Context: an optimization exercise on an open-source flow, tuned for small area, a short achievable clock period and few clock cycles per item. The choices shown serve that exercise and are no tape-out recipe.
The RTL was checked by simulation tests, not by an equivalence proof against the original design.
Power is estimated from default activity; no workload was simulated.

Design lru_ordered_history_set, start of the top module:
module lru_ordered_history_set #(
    parameter int ENTRIES        = 16,
    parameter int FOOTPRINT_BITS = 64
) (
    input  logic                                 clk,
    input  logic                                 rst_n,
    input  logic                                 in_valid,
    output logic                                 in_stall,
    input  logic [1:0]                           cmd,
    input  logic [lohs_pkg::KEY_W-1:0]           offset_key,
    input  logic [lohs_pkg::KEY_W-1:0]           address_key,
    input  logic [lohs_pkg::FP_PORT_W-1:0]       entry_footprint,
    output logic                                 out_valid,
    input  logic                                 out_stall,
    output logic                                 hit,
    output logic [lohs_pkg::SLOT_PORT_W-1:0]     slot,
    output logic [lohs_pkg::FP_PORT_W-1:0]       found_footprint,
    output logic [lohs_pkg::FILL_PORT_W-1:0]     fill_count
);
    localparam int SLOT_W  = (ENTRIES > 1) ? $clog2(ENTRIES) : 1;
    localparam int COUNT_W = $clog2(ENTRIES + 1);
    logic [ENTRIES-1:0]                      cell_wr;
    logic [ENTRIES-1:0]                      cell_eq_o;
    logic [ENTRIES-1:0]                      cell_eq_a;
    logic [ENTRIES-1:0][FOOTPRINT_BITS-1:0]  cell_fp;
    logic [lohs_pkg::KEY_W-1:0]              wr_okey;
    logic [lohs_pkg::KEY_W-1:0]              wr_akey;
    logic [FOOTPRINT_BITS-1:0]               wr_fp;
    lohs_ctrl #(
        .ENTRIES        (ENTRIES),
        .FOOTPRINT_BITS (FOOTPRINT_BITS),
  ...
Size: ~270 I/O pins.
export LEC_CHECK = 0
export CAP_MARGIN = 20
export CORE_MARGIN = 2
export CORE_UTILIZATION = 62
export CTS_BUF_LIST = sky130_fd_sc_hd__clkbuf_16
export CTS_CLUSTER_DIAMETER = 80
export CTS_CLUSTER_SIZE = 25
export PLACE_DENSITY = 0.66
export SETUP_SLACK_MARGIN = 5
export SLEW_MARGIN = 20
create_clock -name core_clock -period 9.0 [get_ports {clk}]
standard.sh (not shown) runs the stock make flow with config.mk's settings and CLKGATE_MAP_FILE= SYNTH_SCRIPT=/design/flow/synth_recipe.tcl, a recipe that flattens the netlist after the stock synthesis.
==> flow/flow/run.sh <==
#!/bin/bash
set -euo pipefail
MARGIN=$(cat flow/margin.txt)
bash standard.sh SETUP_SLACK_MARGIN=$MARGIN "BUFFER_PORTS_ARGS=-buffer_cell sky130_fd_sc_hd__buf_4" finish > make_finish.log 2>&1
==> flow/flow/margin.txt <==
6.1
Testbench counts at the start, summed over its fixed seeds: cycles 32,024, items 32,000.
Next try:
==> flow/flow/margin.txt (replaced) <==
5.7
CORE_UTILIZATION = 55   (was 62)
PLACE_DENSITY = unset   (was 0.66)
Outcome: Setup slack gets worse by 0.021 ns; critical path depth stays the same; combinational power falls by 9.5%; sequential share of layout area rises by 2.3 points; clock power rises by 8.6%; die area rises by 13%; flip-flop and latch count does not change.
Next try:
==> flow/flow/margin.txt (replaced) <==
5.9
CORE_UTILIZATION = 62   (was 55)
PLACE_DENSITY = 0.66   (was unset)
Effect: The new run produced a clean layout. Register-to-register slack gets better by 0.17 ns. Via count rises by 0.55%. Utilization rises by 8.0 points. Cell count falls by 3.2%. Cell area rises by about 0.34%. Maximum frequency rises by 0.51%.
Next try:
==> flow/flow/margin.txt (replaced) <==
5.7
CORE_UTILIZATION = 55   (was 62)
CTS_CLUSTER_DIAMETER = 90   (was 80)
CTS_CLUSTER_SIZE = 30   (was 25)
PLACE_DENSITY = unset   (was 0.66)
Result: The new run ran to the end with violations: max-slew violations; setup slack improved by 0.038 ns; synthesized cell count does not change; area after synthesis stays the same; fmax climbs slightly; worst hold slack is about the same.

lru_ordered_history_set again, from the RTL that the note above started with.
export LEC_CHECK = 0
export CAP_MARGIN = 20
export CORE_MARGIN = 2
export CORE_UTILIZATION = 62
export CTS_BUF_LIST = sky130_fd_sc_hd__clkbuf_16
export CTS_CLUSTER_DIAMETER = 80
export CTS_CLUSTER_SIZE = 25
export PLACE_DENSITY = 0.66
export SETUP_SLACK_MARGIN = 5
export SLEW_MARGIN = 20
create_clock -name core_clock -period 9.0 [get_ports {clk}]
==> flow/flow/run.sh <==
#!/bin/bash
set -euo pipefail
MARGIN=$(cat flow/margin.txt)
ARGS=(SETUP_SLACK_MARGIN=$MARGIN "BUFFER_PORTS_ARGS=-buffer_cell sky130_fd_sc_hd__buf_4")
bash standard.sh "${ARGS[@]}" place > make_place.log 2>&1
ODB=$PWD/orfs/results/$FLOW_PLATFORM/lru_ordered_history_set/base/3_place.odb openroad -no_init -exit flow/out_regs.tcl > out_regs.log 2>&1
bash standard.sh "${ARGS[@]}" finish > make_finish.log 2>&1
==> flow/flow/margin.txt <==
5.9
==> flow/flow/out_regs.tcl <==
# For each output port: move its buffer next to the pin and, when the
# buffer's input comes straight from a register with no other load, move that
# register next to it too; then legalize the placement.
read_db $::env(ODB)
set block [ord::get_db_block]
set core [$block getCoreArea]
set cx0 [expr [$core xMin] + 2000]; set cx1 [expr [$core xMax] - 12000]
set cy0 [expr [$core yMin] + 3000]; set cy1 [expr [$core yMax] - 3000]
proc clamp {v lo hi} { expr {$v < $lo ? $lo : ($v > $hi ? $hi : $v)} }
set moved 0
foreach bt [$block getBTerms] {
  if {[$bt getIoType] ne "OUTPUT"} { continue }
  set bb [$bt getBBox]
  set tx [clamp [expr ([$bb xMin] + [$bb xMax]) / 2] $cx0 $cx1]
  set ty [clamp [expr ([$bb yMin] + [$bb yMax]) / 2] $cy0 $cy1]
  set net [$bt getNet]
  foreach it [$net getITerms] {
    if {![$it isOutputSignal]} { continue }
    set buf [$it getInst]
    $buf setLocation $tx $ty
    incr moved
    foreach bi [$buf getITerms] {
      if {![$bi isInputSignal]} { continue }
      set n2 [$bi getNet]
      if {$n2 eq "NULL"} { continue }
      if {[llength [$n2 getITerms]] != 2} { continue }
      foreach it3 [$n2 getITerms] {
        if {![$it3 isOutputSignal]} { continue }
        set ff [$it3 getInst]
        set m [[$ff getMaster] getName]
        if {![string match "*__df*" $m] && ![string match "*__edf*" $m]} { continue }
        $ff setLocation $tx $ty
        incr moved
      }
    }
  }
}
puts "moved $moved cells"
detailed_placement
check_placement -verbose
write_db $::env(ODB)
Testbench counts at the start, summed over its fixed seeds: cycles 32,024, items 32,000.
Edit:
==> flow/flow/margin.txt (replaced) <==
6.1
Outcome: Sequential power is about the same; hold slack improved by 8.2 ps; design area rises by 2.7%; sequential share of layout area falls by 1.8 points; maximum frequency rises by 0.62%; worst setup slack improved by 20 ps.
Edit:
==> flow/flow/margin.txt (replaced) <==
5.9
ABC_AREA = 1   (was unset)
ABC_CLOCK_PERIOD_IN_PS = 3000   (was unset)
Via count is higher by 2.9%.
Global-route usage is lower by 4.9 points.
Die area is higher by 2.1%.
Synthesized cell count is higher by 21%.
Worst setup slack gains 13 ps.
Total power is lower by 1.0%.
First-iteration DRC count is lower by 22%.
Non-clock buffer count is lower by 284.
Clock power is about the same.
Edit:
==> flow/flow/run.sh (replaced) <==
#!/bin/bash
set -euo pipefail
MARGIN=$(cat flow/margin.txt)
bash standard.sh SETUP_SLACK_MARGIN=$MARGIN "BUFFER_PORTS_ARGS=-buffer_cell sky130_fd_sc_hd__buf_4" finish > make_finish.log 2>&1
==> flow/flow/margin.txt (replaced) <==
5.7
ABC_AREA = unset   (was 1)
ABC_CLOCK_PERIOD_IN_PS = unset   (was 3000)
removed: flow/flow/out_regs.tcl
Effect: Final area shrinks by 2.1%. Setup slack is worse by 240 ps. Clock-buffer cell count came out higher by 2. Total power shrinks by 1.0%. Non-clock buffer count rises by 32.
Edit:
==> flow/flow/run.sh (replaced) <==
#!/bin/bash
set -euo pipefail
MARGIN=$(cat flow/margin.txt)
ARGS=(SETUP_SLACK_MARGIN=$MARGIN "BUFFER_PORTS_ARGS=-buffer_cell sky130_fd_sc_hd__buf_4")
bash standard.sh "${ARGS[@]}" place > make_place.log 2>&1
ODB=$PWD/orfs/results/$FLOW_PLATFORM/lru_ordered_history_set/base/3_place.odb openroad -no_init -exit flow/out_regs.tcl > out_regs.log 2>&1
bash standard.sh "${ARGS[@]}" finish > make_finish.log 2>&1
==> flow/flow/margin.txt (replaced) <==
6.0
==> flow/flow/out_regs.tcl (new file) <==
# For each output port: move its buffer next to the pin and, when the
# buffer's input comes straight from a register with no other load, move that
# register next to it too; then legalize the placement.
read_db $::env(ODB)
set block [ord::get_db_block]
set core [$block getCoreArea]
set cx0 [expr [$core xMin] + 2000]; set cx1 [expr [$core xMax] - 12000]
set cy0 [expr [$core yMin] + 3000]; set cy1 [expr [$core yMax] - 3000]
proc clamp {v lo hi} { expr {$v < $lo ? $lo : ($v > $hi ? $hi : $v)} }
set moved 0
foreach bt [$block getBTerms] {
  if {[$bt getIoType] ne "OUTPUT"} { continue }
  set bb [$bt getBBox]
  set tx [clamp [expr ([$bb xMin] + [$bb xMax]) / 2] $cx0 $cx1]
  set ty [clamp [expr ([$bb yMin] + [$bb yMax]) / 2] $cy0 $cy1]
  set net [$bt getNet]
  foreach it [$net getITerms] {
    if {![$it isOutputSignal]} { continue }
    set buf [$it getInst]
    $buf setLocation $tx $ty
    incr moved
    foreach bi [$buf getITerms] {
      if {![$bi isInputSignal]} { continue }
      set n2 [$bi getNet]
      if {$n2 eq "NULL"} { continue }
      if {[llength [$n2 getITerms]] != 2} { continue }
      foreach it3 [$n2 getITerms] {
        if {![$it3 isOutputSignal]} { continue }
        set ff [$it3 getInst]
        set m [[$ff getMaster] getName]
        if {![string match "*__df*" $m] && ![string match "*__edf*" $m]} { continue }
        $ff setLocation $tx $ty
        incr moved
      }
    }
  }
}
puts "moved $moved cells"
detailed_placement
check_placement -verbose
write_db $::env(ODB)
CAP_MARGIN = 10   (was 20)
SLEW_MARGIN = 10   (was 20)
The changed run ran to the end with no violations.
First-iteration DRC count climbs by 3.2%.
Total power climbs by 0.95%.
Final area climbs by 1.5%.
Clock power drops by about 2%.
Die area does not change.
Register-to-register slack is better by 340 ps.
Final cell count climbs by 0.39%.
Synthesized cell count stays the same.

## what the ideal ports hide
No port has a modelled driver above. Below, the same layouts with a new extraction and two added sets of constraints.
Step 1 assumes that a clkbuf_16 drives the clock port and a buf_2 every other input.
Step 2, shift: input delay + t, output delay - t, t = (earliest + latest rising clock arrival at the registers) / 2. This alone moves slack from input paths to output paths.
a / b / c = ideal ports / drivers / drivers and shift; a / b = the first two.
| run | shift t [ns] | setup slack, ns | worst register clock-pin slew, ns |
|---|---|---|---|
| the first run of note 1 | 0.986 | 5.522 / 5.418 / 4.888 | 0.11 / 0.11 |
| the second run of note 1 | 1.002 | 5.501 / 5.398 / 4.630 | 0.11 / 0.11 |
| the third run of note 1 | 0.993 | 5.519 / 5.406 / 4.700 | 0.10 / 0.10 |
| the fourth run of note 1 | 0.958 | 5.557 / 5.470 / 4.605 | 0.12 / 0.12 |
| the first run of note 2 | 0.989 | 5.720 / 5.629 / 4.691 | 0.10 / 0.10 |
| the second run of note 2 | 0.982 | 5.740 / 5.636 / 4.797 | 0.11 / 0.11 |
| the third run of note 2 | 0.956 | 5.753 / 5.654 / 4.903 | 0.11 / 0.11 |
| the fourth run of note 2 | 0.989 | 5.514 / 5.423 / 4.525 | 0.11 / 0.11 |
| the fifth run of note 2 | 0.993 | 5.736 / 5.628 / 4.740 | 0.10 / 0.10 |
The setup slack of the first run of note 2, which loses most, moves by -0.091 ns with the drivers and by -1.029 ns with both steps.
